Background: an optimization exercise with open tools, aiming at small area and a short achievable clock period. Do not read the settings as production practice. The RTL was checked by simulation tests, not by an equivalence proof against the original design. Power and IR drop assume default switching activity.

==> inputs of 01-24 <==
==> flow/design.v <==
package fetch_pkg;
  localparam logic [31:0] NOP               = 32'h0000_0000;
  localparam int          DEFAULT_MEM_DEPTH = 128;
endpackage
module imem_bit (
  input  logic clk,
  input  logic we,
  input  logic hold,
  input  logic wr_data,
  output logic q
);
  always_ff @(posedge clk) begin
    q <= (q & hold) | (wr_data & we);
  end
endmodule
module imem_pre3 (
  input  logic       en,
  input  logic [2:0] a,
  output logic [7:0] y
);
  always_comb begin
    for (int j = 0; j < 8; j++) y[j] = en && (a == j[2:0]);
  end
endmodule
module imem_pre4 (
  input  logic [3:0]  a,
  output logic [15:0] y
);
  always_comb begin
    for (int j = 0; j < 16; j++) y[j] = (a == j[3:0]);
  end
endmodule
module imem_and2 (
  input  logic hi,
  input  logic lo,
  output logic y
);
  assign y = hi && lo;
endmodule
module imem_nand2r (
  input  logic hi,
  input  logic lo,
  output logic y
);
  assign y = !(hi && lo);
endmodule
module imem_wdec (
  input  logic         en,
  input  logic [6:0]   addr,
  output logic [127:0] we,
  output logic [127:0] hold
);
  logic [7:0]  hi;
  logic [15:0] lo;
  imem_pre3 u_hi (.en(en), .a(addr[6:4]), .y(hi));
  imem_pre4 u_lo (.a(addr[3:0]), .y(lo));
  genvar r;
  generate
    for (r = 0; r < 128; r++) begin : g_r
      imem_and2   u_we   (.hi(hi[r / 16]), .lo(lo[r % 16]), .y(we[r]));
      imem_nand2r u_hold (.hi(hi[r / 16]), .lo(lo[r % 16]), .y(hold[r]));
    end
  endgenerate
endmodule
module imem_rdec (
  input  logic [6:0]   addr,
  output logic [127:0] sel
);
  logic [7:0]  hi;
  logic [15:0] lo;
  imem_pre3 u_hi (.en(1'b1), .a(addr[6:4]), .y(hi));
  imem_pre4 u_lo (.a(addr[3:0]), .y(lo));
  genvar r;
  generate
    for (r = 0; r < 128; r++) begin : g_r
      imem_and2 u_sel (.hi(hi[r / 16]), .lo(lo[r % 16]), .y(sel[r]));
    end
  endgenerate
endmodule
module imem_or8 (
  input  logic [7:0] a,
  input  logic [7:0] b,
  output logic       y
);
  assign y = |(a & b);
endmodule
module imem_nand2 (
  input  logic [1:0] a,
  output logic       y
);
  assign y = !(&a);
endmodule
module imem_nor2 (
  input  logic [1:0] a,
  output logic       y
);
  assign y = !(|a);
endmodule
module imem_oai21 (
  input  logic [1:0] a,
  input  logic       en,
  output logic       y
);
  assign y = !((|a) & en);
endmodule
module imem_nand3 (
  input  logic [2:0] a,
  output logic       y
);
  assign y = !(&a);
endmodule
module imem_col (
  input  logic [127:0] sel,
  input  logic [127:0] bits,
  input  logic         cap,
  input  logic         q,
  input  logic         hold,
  output logic         d
);
  logic [15:0] l2;    
  logic [7:0]  l3;    
  logic [3:0]  l4;    
  logic [1:0]  l5;    
  logic        qh_n;
  genvar i;
  generate
    for (i = 0; i < 16; i++) begin : g_l2
      imem_or8 u (.a(sel[8*i +: 8]), .b(bits[8*i +: 8]), .y(l2[i]));
    end
    for (i = 0; i < 8; i++) begin : g_l3
      imem_nor2 u (.a(l2[2*i +: 2]), .y(l3[i]));
    end
    for (i = 0; i < 4; i++) begin : g_l4
      imem_nand2 u (.a(l3[2*i +: 2]), .y(l4[i]));
    end
    for (i = 0; i < 2; i++) begin : g_l5
      imem_oai21 u (.a(l4[2*i +: 2]), .en(cap), .y(l5[i]));
    end
  endgenerate
  imem_nand2 u_qh (.a({q, hold}), .y(qh_n));
  imem_nand3 u_l6 (.a({qh_n, l5}), .y(d));
endmodule
module instruction_fetch_stage (
  input  logic        Clk,
  input  logic        Reset,
  input  logic [31:0] PCResult,
  input  logic        Stall,
  input  logic        Flush,
  input  logic        ProgWrEn,
  input  logic [6:0]  ProgAddr,
  input  logic [31:0] ProgData,
  output logic [31:0] Instruction,
  output logic [31:0] FetchPC,
  output logic [31:0] PCPlus4,
  output logic        Valid,
  output logic        Fault,
  output logic [31:0] FetchCount
);
  logic [31:0] instr_q;
  logic [31:0] fetch_pc_q;
  logic [31:2] pc_plus4_q;    
  logic [31:0] count_q;
  logic        valid_q;
  logic        fault_q;
  logic bad, update, capture, load_pc, set_fault;
  assign bad       = (PCResult[1:0] != 2'b00) || (PCResult[31:9] != 23'd0);
  assign update    = !fault_q && (Flush || !Stall);    
  assign capture   = update && !Flush && !bad;
  assign load_pc   = update && (Flush || !bad);
  assign set_fault = update && !Flush && bad;
  logic [127:0] wr_we, wr_hold;
  logic [127:0] rd_sel;
  logic [127:0] col_bits [32];
  logic [31:0]  instr_d;
  imem_wdec u_wdec (
    .en   (ProgWrEn && !Reset),
    .addr (ProgAddr),
    .we   (wr_we),
    .hold (wr_hold)
  );
  imem_rdec u_rdec (
    .addr (PCResult[8:2]),
    .sel  (rd_sel)
  );
  genvar r, b;
  generate
    for (r = 0; r < 128; r++) begin : g_row
      for (b = 0; b < 32; b++) begin : g_bit
        imem_bit u_bit (
          .clk     (Clk),
          .we      (wr_we[r]),
          .hold    (wr_hold[r]),
          .wr_data (ProgData[b]),
          .q       (col_bits[b][r])
        );
      end
    end
    for (b = 0; b < 32; b++) begin : g_col
      imem_col u_col (
        .sel  (rd_sel),
        .bits (col_bits[b]),
        .cap  (capture),
        .q    (instr_q[b]),
        .hold (!update),
        .d    (instr_d[b])
      );
    end
  endgenerate
  always_ff @(posedge Clk or posedge Reset) begin
    if (Reset) begin
      instr_q    <= 32'h0000_0000;
      fetch_pc_q <= 32'h0000_0000;
      pc_plus4_q <= 30'd0;
      count_q    <= 32'h0000_0000;
      valid_q    <= 1'b0;
      fault_q    <= 1'b0;
    end else begin
      instr_q <= instr_d;
      if (update) valid_q <= capture;
      if (load_pc) begin
        fetch_pc_q <= PCResult;
        pc_plus4_q <= PCResult[31:2] + 30'd1;
      end
      if (capture) count_q <= count_q + 32'd1;
      if (set_fault) fault_q <= 1'b1;
    end
  end
  assign Instruction = instr_q;
  assign FetchPC     = fetch_pc_q;
  assign PCPlus4     = {pc_plus4_q, fetch_pc_q[1:0]};
  assign Valid       = valid_q;
  assign Fault       = fault_q;
  assign FetchCount  = count_q;
endmodule
==> flow/flow/run.sh <==
#!/bin/bash
# Own layout flow: the standard ORFS flow (standard.sh, synthesis
# unchanged) with one difference: the buffers that buffer_ports puts on every
# input and output port are sky130_fd_sc_hd__buf_4 instead of the cell the
# resizer picks by default (a clkdlybuf4s50_1 delay buffer). Every port still
# gets its own buffer. The full make output goes to flow_make.log here; ORFS
# keeps each tool's log under orfs/logs/.
set -euo pipefail
cd "$(dirname "$0")/.."
bash standard.sh 'BUFFER_PORTS_ARGS=-buffer_cell sky130_fd_sc_hd__buf_4' finish > flow_make.log 2>&1
==> flow/standard.sh <==
#!/bin/bash
# synth_recipe.tcl (not shown) runs the flow's synth.tcl, then flattens the netlist and writes it again
# the make line also repeats each setting of config.mk as NAME=value (left out here)
make -C /OpenROAD-flow-scripts/flow DESIGN_CONFIG=/design/flow/config.mk WORK_HOME=/design/flow/orfs CLKGATE_MAP_FILE= SYNTH_SCRIPT=/design/flow/synth_recipe.tcl "${@:-finish}"
==> flow/config.mk <==
export PLATFORM = sky130hd
export DESIGN_NAME = instruction_fetch_stage
export DESIGN_NICKNAME = instruction_fetch_stage
export VERILOG_FILES = /design/flow/design.v
export SDC_FILE = /design/flow/constraint.sdc
export NUM_CORES = 4
export LEC_CHECK = 0
export CAP_MARGIN = 20
export CORE_MARGIN = 2
export CORE_UTILIZATION = 55
export CTS_CLUSTER_DIAMETER = 80
export CTS_CLUSTER_SIZE = 24
export SETUP_SLACK_MARGIN = 2.9
export SLEW_MARGIN = 20
export SYNTH_HIERARCHICAL = 1
export SYNTH_MINIMUM_KEEP_SIZE = 0
export TNS_END_PERCENT = 5
==> flow/constraint.sdc <==
create_clock -name core_clock -period 6.0 [get_ports {Clk}]
set_input_delay 1.2000 -clock core_clock [delete_from_list [all_inputs] [get_ports {Clk}]]
set_output_delay 1.2000 -clock core_clock [all_outputs]
set_load 0.01 [all_outputs]
==> inputs of 11-10, as changes to 01-24 <==
CORE_UTILIZATION = 60   (was 55)
PLACE_DENSITY = 0.66   (was default)
SETUP_SLACK_MARGIN = 3.1   (was 2.9)
==> inputs of 11-23, as changes to 01-24 <==
==> flow/run.sh (new file) <==
#!/bin/bash
# synth_recipe.tcl (not shown) runs the flow's synth.tcl, then flattens the netlist and writes it again
# the make line also repeats each setting of config.mk as NAME=value (left out here)
make -C /OpenROAD-flow-scripts/flow DESIGN_CONFIG=/design/flow/config.mk WORK_HOME=/design/flow/orfs CLKGATE_MAP_FILE= SYNTH_SCRIPT=/design/flow/synth_recipe.tcl finish
removed: flow/flow/run.sh
removed: flow/standard.sh
==> run summary <==
11-10 finished clean. 11-23 produced a clean layout. 01-24 finished with timing, DRC and antenna clean. In clock power, 11-23 and 01-24 hardly differ. Between 11-10 and 11-23, the lower register-to-register slack is in 11-23 (gap 0.05 ns). Against 11-10, the clock skew of 01-24 is higher by 0.0092 ns. In area after synthesis, 11-23 and 11-10 do not differ. Between 01-24 and 11-10, the lower core utilization is in 01-24 (gap 6.2 points). Between 11-23 and 11-10, the lower die area is in 11-10 (gap about 9%, measured against 11-10). In synthesized cell count, 01-24 and 11-10 do not differ. First-iteration DRC count: 11-10 > 01-24 > 11-23. Combinational power is about the same in 11-10 and 01-24.
==> figures <==
item                                                       11-23           11-10           01-24
Part of the power in combinational logic                   0.067           0.066           0.065
Layout cell share with drive strength beyond 1            0.0912           0.121           0.108
Max-slew headroom                                          0.203           0.144           0.166
Switching Power                                         11600 uW        11300 uW        11600 uW
Register-to-register setup slack                         3.59 ns         3.64 ns         2.93 ns
Final HPWL DP                                             356 mm          349 mm          367 mm
Crit-path max FO                                              13              18              16
# diodes                                                      36              33              33
Min Clock Period, post-route                             3.41 ns         3.29 ns         3.36 ns
Endpoint of the worst register-to-register path      count_q[25]  fetch_pc_q[11]  fetch_pc_q[12]
Antenna violations before repair                              47              34              52
Proportion of power drawn by flip-flops and latches        0.616           0.622           0.615
Post-DR vias/cell                                           7.54            7.74            7.54
Internal cell power                                     37800 uW        37600 uW        37900 uW
Final worst-path setup slack                             2.59 ns         2.71 ns         2.64 ns
Capturing instance or port of the critical path      instr_q[14]     instr_q[30]     instr_q[24]
Via Count                                                 126000          127000          126000
Sum of buffers and inverters on the critical path              6               4               2
Worst Path Arrival                                       4.22 ns         4.05 ns         4.18 ns
Status                                  timing/DRC/antenna clean  timing/DRC/antenna clean  timing/DRC/antenna clean

[afterwards: timing with drivers on the ports]
How much do the figures lean on ideal ports? The routed layouts below were timed once more, with nothing changed but the port constraints.
Step 1 (the two cells are an assumption about what drives the block):
set clk [get_ports {Clk}]
set_driving_cell -lib_cell sky130_fd_sc_hd__clkbuf_16 $clk
set_driving_cell -lib_cell sky130_fd_sc_hd__buf_2 [delete_from_list [all_inputs] $clk]
Step 2, shift: input delay + t, output delay - t, t = (earliest + latest rising clock arrival at the registers) / 2. This alone moves slack from input paths to output paths.
a / b / c = ideal / step 1 / step 2; a / b = the first two.
run | t (ns) | slack for setup (ns) | hold slack, ns | worst slew at a driven data input, ns | cell pins on the clock port's net
01-24 | 1.046 | 2.638 / 2.552 / 1.647 | 0.304 / 0.222 / 0.482 | 0.14 | 1
11-10 | 0.985 | 2.706 / 2.567 / 1.582 | 0.294 / 0.215 / 0.483 | 0.26 | 1
11-23 | 1.042 | 2.589 / 2.599 / 1.592 | 0.489 / 0.489 / 0.489 | 0.14 | 1
After both steps setup and hold are still met in every run listed. The setup slack of 11-10, which loses most, moves by -0.139 ns with the drivers and by -1.124 ns with both steps.
